This is an optimization exercise on Yosys and OpenROAD, whose aim is small area, not a production implementation. The RTL was checked by simulation tests, not by an equivalence proof against the original design. No activity file was given, so power comes from the tool's default toggle rates.

==> flow/design.v <==
module up_processor_set_pipelinemult1 #(
  parameter int z        = 32,
  parameter int fi       = 16,
  parameter int width    = 10,
  parameter int int_bits = 2
) (
  input  logic                                      clk,
  input  logic                                      reset,
  input  logic [$clog2(width-int_bits+1)-1:0]       etapos,
  input  logic [width*z/fi-1:0]                     del_in_package,
  input  logic [width*z-1:0]                        wt_package,
  input  logic [width*z/fi-1:0]                     bias_package,
  input  logic [width*z-1:0]                        act_in_package,
  output logic [width*z-1:0]                        wt_UP_package,
  output logic [width*z/fi-1:0]                     bias_UP_package
);
  localparam int frac_bits = width - int_bits - 1;
  localparam int N         = z / fi;
  localparam int EW        = $clog2(frac_bits + 2);
  localparam int PW        = 2 * width;
  localparam int XW        = 2 * width + 1;
  localparam logic signed [XW-1:0] MAX_V = {{(XW-width+1){1'b0}}, {(width-1){1'b1}}};
  localparam logic signed [XW-1:0] MIN_V = ~MAX_V;
  function automatic logic [width-1:0] sat(input logic signed [XW-1:0] v);
    if (v > MAX_V)      sat = MAX_V[width-1:0];
    else if (v < MIN_V) sat = MIN_V[width-1:0];
    else                sat = v[width-1:0];
  endfunction
  logic [EW-1:0] eta_q;
  logic [7:0]    wsh;
  logic [7:0]    bsh;
  logic          eta_zero;
  always_ff @(posedge clk) begin
    if (reset) eta_q <= '0;
    else       eta_q <= etapos;
  end
  assign wsh      = 8'(frac_bits) + 8'(eta_q) - 8'd1;
  assign bsh      = 8'(eta_q) - 8'd1;
  assign eta_zero = (eta_q == '0);
  genvar gi;
  generate
    for (gi = 0; gi < z; gi++) begin : g_wt
      logic signed [PW-1:0]    prod_d;
      logic signed [PW-1:0]    prod_q;
      logic        [width-1:0] wt_q;
      logic signed [PW-1:0]    scaled;
      logic signed [XW-1:0]    term;
      logic signed [XW-1:0]    diff;
      logic        [width-1:0] wt_up_d;
      logic        [width-1:0] wt_up_q;
      assign prod_d = $signed(act_in_package[width*gi +: width])
                    * $signed(del_in_package[width*(gi/fi) +: width]);
      always_ff @(posedge clk) begin
        if (reset) begin
          prod_q  <= '0;
          wt_q    <= '0;
          wt_up_q <= '0;
        end else begin
          prod_q  <= prod_d;
          wt_q    <= wt_package[width*gi +: width];
          wt_up_q <= wt_up_d;
        end
      end
      assign scaled  = prod_q >>> wsh;
      assign term    = eta_zero ? '0 : {scaled[PW-1], scaled};
      assign diff    = {{(XW-width){wt_q[width-1]}}, wt_q} - term;
      assign wt_up_d = sat(diff);
      assign wt_UP_package[width*gi +: width] = wt_up_q;
    end
    for (gi = 0; gi < N; gi++) begin : g_bias
      logic signed [width-1:0] del_q;
      logic        [width-1:0] bias_q;
      logic signed [width-1:0] scaled;
      logic signed [XW-1:0]    term;
      logic signed [XW-1:0]    diff;
      logic        [width-1:0] bias_up_d;
      logic        [width-1:0] bias_up_q;
      always_ff @(posedge clk) begin
        if (reset) begin
          del_q     <= '0;
          bias_q    <= '0;
          bias_up_q <= '0;
        end else begin
          del_q     <= del_in_package[width*gi +: width];
          bias_q    <= bias_package[width*gi +: width];
          bias_up_q <= bias_up_d;
        end
      end
      assign scaled    = del_q >>> bsh;
      assign term      = eta_zero ? '0 : {{(XW-width){scaled[width-1]}}, scaled};
      assign diff      = {{(XW-width){bias_q[width-1]}}, bias_q} - term;
      assign bias_up_d = sat(diff);
      assign bias_UP_package[width*gi +: width] = bias_up_q;
    end
  endgenerate
endmodule
==> flow/run.sh <==
#!/bin/bash
# synth_recipe.tcl (not shown) runs the flow's synth.tcl, then flattens the netlist and writes it again
# the make line also repeats each setting of config.mk as NAME=value (left out here)
make -C /OpenROAD-flow-scripts/flow DESIGN_CONFIG=/design/flow/config.mk WORK_HOME=/design/flow/orfs CLKGATE_MAP_FILE= SYNTH_SCRIPT=/design/flow/synth_recipe.tcl finish
==> flow/config.mk <==
export PLATFORM = sky130hd
export DESIGN_NAME = up_processor_set_pipelinemult1
export DESIGN_NICKNAME = up_processor_set_pipelinemult1
export VERILOG_FILES = /design/flow/design.v
export SDC_FILE = /design/flow/constraint.sdc
export NUM_CORES = 4
export LEC_CHECK = 0
export CAP_MARGIN = 20
export CORE_MARGIN = 2
export CORE_UTILIZATION = 30
export PLACE_DENSITY = 0.4
export SLEW_MARGIN = 20
==> flow/constraint.sdc <==
create_clock -name core_clock -period 14.0 [get_ports {clk}]
set_input_delay 2.8000 -clock core_clock [delete_from_list [all_inputs] [get_ports {clk}]]
set_output_delay 2.8000 -clock core_clock [all_outputs]
set_load 0.01 [all_outputs]
==> impl_metrics.json <==
{
  "cts_made_buffers": 187,
  "synth_top_area_share_pct": 26.6,
  "yosysWarningCount": 1,
  "viasPerCell": 5.16,
  "wirelength_um": 920000,
  "worst_pin_slew_ns": 1.25,
  "synth_edf_count": 0,
  "hold_path_class": "reg2reg",
  "holdPathEnd": "g_wt[12].wt_up_q[0]",
  "start_util_pct": 30.1,
  "setup_viol": 0,
  "r2r_cells": 20,
  "netlist_top_cells_area": "fa_1 (27%), ha_1 (13%), dfxtp_1 (12%)",
  "p_total_mw": 57.4,
  "io_buffers": 1025,
  "finClkSkew_ns": 0.103,
  "yosysUniqueCellTypes": 117,
  "layout-drive-gt1-share_pct": 3.82,
  "fin_tns_setup_ns": 0,
  "die_area_mm2": 0.746,
  "syn_inst": 26000,
  "yosysTopAreaCell": "fa_1",
  "layout.nets": 31800,
  "drt_iter0_drc": 17000,
  "vias": 186000,
  "grt_pass1_vias": 182000,
  "ios": 1026,
  "post_cts_resized": 0,
  "antenna_found_initial": 265,
  "start_kind": "flop",
  "cts_root_buffer": "clkbuf_16",
  "utilization_pct": 33.7,
  "yosysSeqAreaShare_pct": 12.1,
  "synthFlopType": "dfxtp_1",
  "ant_nets": 0,
  "r2r_end": "g_wt[19].wt_up_q[2]",
  "cts_hold_buffers": 0,
  "hold_viol_final": 0,
  "cts.htree.levels": 4,
  "cts_buffer_depth": 4,
  "routedWlPerCell_um": 25.5,
  "overflow": 0,
  "slew_viol_final": 0,
  "drc": 0,
  "synth_top_cells_by_count": "inv_1 (3136), fa_1 (2946), nand2_1 (2919)",
  "fin_crit_sh_pct": 63.5,
  "post-cts-setup-buffers": 0,
  "r2r_slack_ns": 5.12,
  "cp_cell_sequence": "inv_2, buf_4, ha_1, xnor2_2, nand2_4, buf_4, buf_4, o22ai_1, o21ai_0, ha_1, nor2b_1, o31a_1, o31ai_1, a2111oi_0, o211ai_1, a21boi_0, o21ai_0, o311a_1, a41oi_2, o31ai_1",
  "core_mm2": 0.736,
  "grt_pass1_wl_um": 1330000,
  "grt_max_degree": 143,
  "clk_pin_slew_ns": 0.06,
  "r2r_start": "eta_q[1]",
  "critPathMostFrequentCell": "buf_4",
  "power_per_cell_area_mw_per_mm2": 232,
  "worst_ep_arrival_time_ns": 9.64,
  "path_max_fanout": 41,
  "gp_congestion": 0.941,
  "crit_type": "reg2reg",
  "area_growth_pct": 11.8,
  "synth_area_mm2": 0.222,
  "maxSlewHeadroom_pct": 15.7,
  "status": "complete, no violations",
  "track_usage_pct": 24.0,
  "fin_crit_ns": 8.88,
  "fmax_mhz": 113,
  "cts_tree": "done",
  "fp.dieW_um": 864,
  "max-cap-violations": 0,
  "yosys_register_bits": 1344,
  "p_leak_nw": 112,
  "core.rowCount": 315,
  "avgSynthCellArea_um2": 8.55,
  "die_height_um": 864,
  "worstPathRequired_ns": 14.75,
  "rsz0062_at_grt": "false",
  "crit_path_top_delay_cell": "o31ai_1",
  "drt_pass1_iterations": 8,
  "synthesis.nets": 31800,
  "min-delay-start": "g_wt[12].wt_q[0]",
  "worstSetupEndpointType": "flop",
  "yosysMostFrequentCell": "inv_1",
  "async_flop_share_pct": 0,
  "cts.sinks": 1344,
  "cpPeakStageDelay_ns": 1.12,
  "dp_hpwl_um": 750000,
  "whs_path_depth": 3,
  "ir_worst_vdd_v": 0.000343,
  "insertion_delay_ns": 1.00
}
worst max path at each step:
stage | from | to | cells past startpoint
after CTS | eta_q[1] | g_wt[19].wt_up_q[5] | 23
after global placement | del_in_package[12] | g_wt[25].prod_q[19] | 20
after detailed placement | del_in_package[12] | g_wt[25].prod_q[19] | 20
after floorplan | del_in_package[9] | g_wt[8].prod_q[17] | 19
after global routing | eta_q[1] | g_wt[31].wt_up_q[2] | 18
final | eta_q[1] | g_wt[19].wt_up_q[2] | 20
report_power, final:
part           leakage, nW  total [mW]  switching, mW  internal, mW
Combinational         97.5        45.0           28.0          17.0
Sequential            11.2        6.95           1.77          5.18
Clock                 3.24        5.43           2.26          3.17
flip-flops by register name (all words and copies together) (netlist names):
name and count:
eta_q 4, g_bias.bias_q 20, g_wt.wt_q 320, g_wt.wt_up_q 320
g_bias.del_q 20, g_wt.prod_q 640, g_bias.bias_up_q 20
worst max-delay path: cells and delay by family, from the launching register on:
family	cells	cell delay [ns]
and+or+nand+nor	2	0.56
AOI/OAI and AO/OA	11	4.79
xor gates and xnor gates	1	0.21
adders and majority gates	2	0.86
buffers and inverters	4	1.66
DFF	1	0.48
logic make-up (layout without fill, tap and decap cells):
| logic type | count (synthesis) | after routing | synth area share, % |
|---|---|---|---|
| multiplexers | 975 | 975 | 5.18 |
| other | 0 | 79 | 0 |
| adder cells (fa/ha/maj) | 5179 | 5179 | 39.2 |
| AO/OA/AOI/OAI | 4492 | 4492 | 12.9 |
| flip-flops | 1344 | 1344 | 12.1 |
| AND/OR/NAND/NOR | 8293 | 8293 | 18.4 |
| buffers and inverters | 4532 | 4702 | 7.71 |
| XOR/XNOR | 1137 | 1137 | 4.49 |
metal layers:
metal	up-vias	GRT usage, %	routed length (µm)
met5	-	0	489
met1	93400	39.2	485000
met4	76	2.93	11500
met3	663	7.93	92400
li1	85700	-	-
met2	6059	30.3	331000
metrics by stage:
step	cells	worst slack [ns]	hold WS (ns)	area [µm²]
2_1_floorplan	26000	5.53	0.533	222000
3_3_place_gp	35600	4.35	0.565	241000
3_5_place_dp	35600	4.43	0.557	241000
4_1_cts	35900	5.33	0.565	248000
5_1_grt	36000	4.82	0.606	248000
6_report	36000	5.12	0.561	248000
cell usage in the layout (no fill, tap or decap), types with 129 or more instances in the layout:
cell	count
nor2_1	1372
clkdlybuf4s50_1	1004
and2_1	1548
inv_1	3132
ha_1	2232
nand2_1	2915
xor2_1	362
xnor2_1	770
fa_1	2946
o21bai_1	144
o21a_1	184
o22ai_1	214
nor2b_1	717
o21ai_0	1004
mux4_2	129
and3_1	237
mux2i_1	743
a21oi_1	1288
a211oi_1	240
dfxtp_1	1340
a31oi_1	154
nand2b_1	374
nor3_1	298
buf_4	178
a21o_1	380
nand3_1	268
clkbuf_16	188
final cells by class:
type / count / area, µm²
Fill cell: 77500 / 488000
Multi-Input combinational cell: 20100 / 178000
Sequential cell: 1344 / 26900
Tap cell: 9827 / 12300
Timing Repair Buffer: 1219 / 12000
Inverter: 3138 / 11800
Clock buffer: 225 / 5030
Clock inverter: 120 / 1680
Antenna cell: 79 / 198

what the ideal ports hide:
How much do the figures lean on ideal ports? The routed layout below was timed once more, with nothing changed but the port constraints. Step 1 assumes that a clkbuf_16 drives the clock port and a buf_2 every other input. Step 2 also shifts input and output timing later by t, the mid clock arrival at the registers, as if the neighbouring blocks saw the same clock. Slacks: no drivers / after step 1 / after step 2; pairs: no drivers / after step 1.
t, ns: 1.098
slack for setup (ns): 5.117 / 5.117 / 4.283
hold WS [ns]: 0.561 / 0.561 / 0.561
worst data-port slew with drivers (ns): 0.29
After both steps this run still meets setup and hold. The setup slack of this run moves by 0.000 ns with the drivers and by -0.834 ns with both steps.
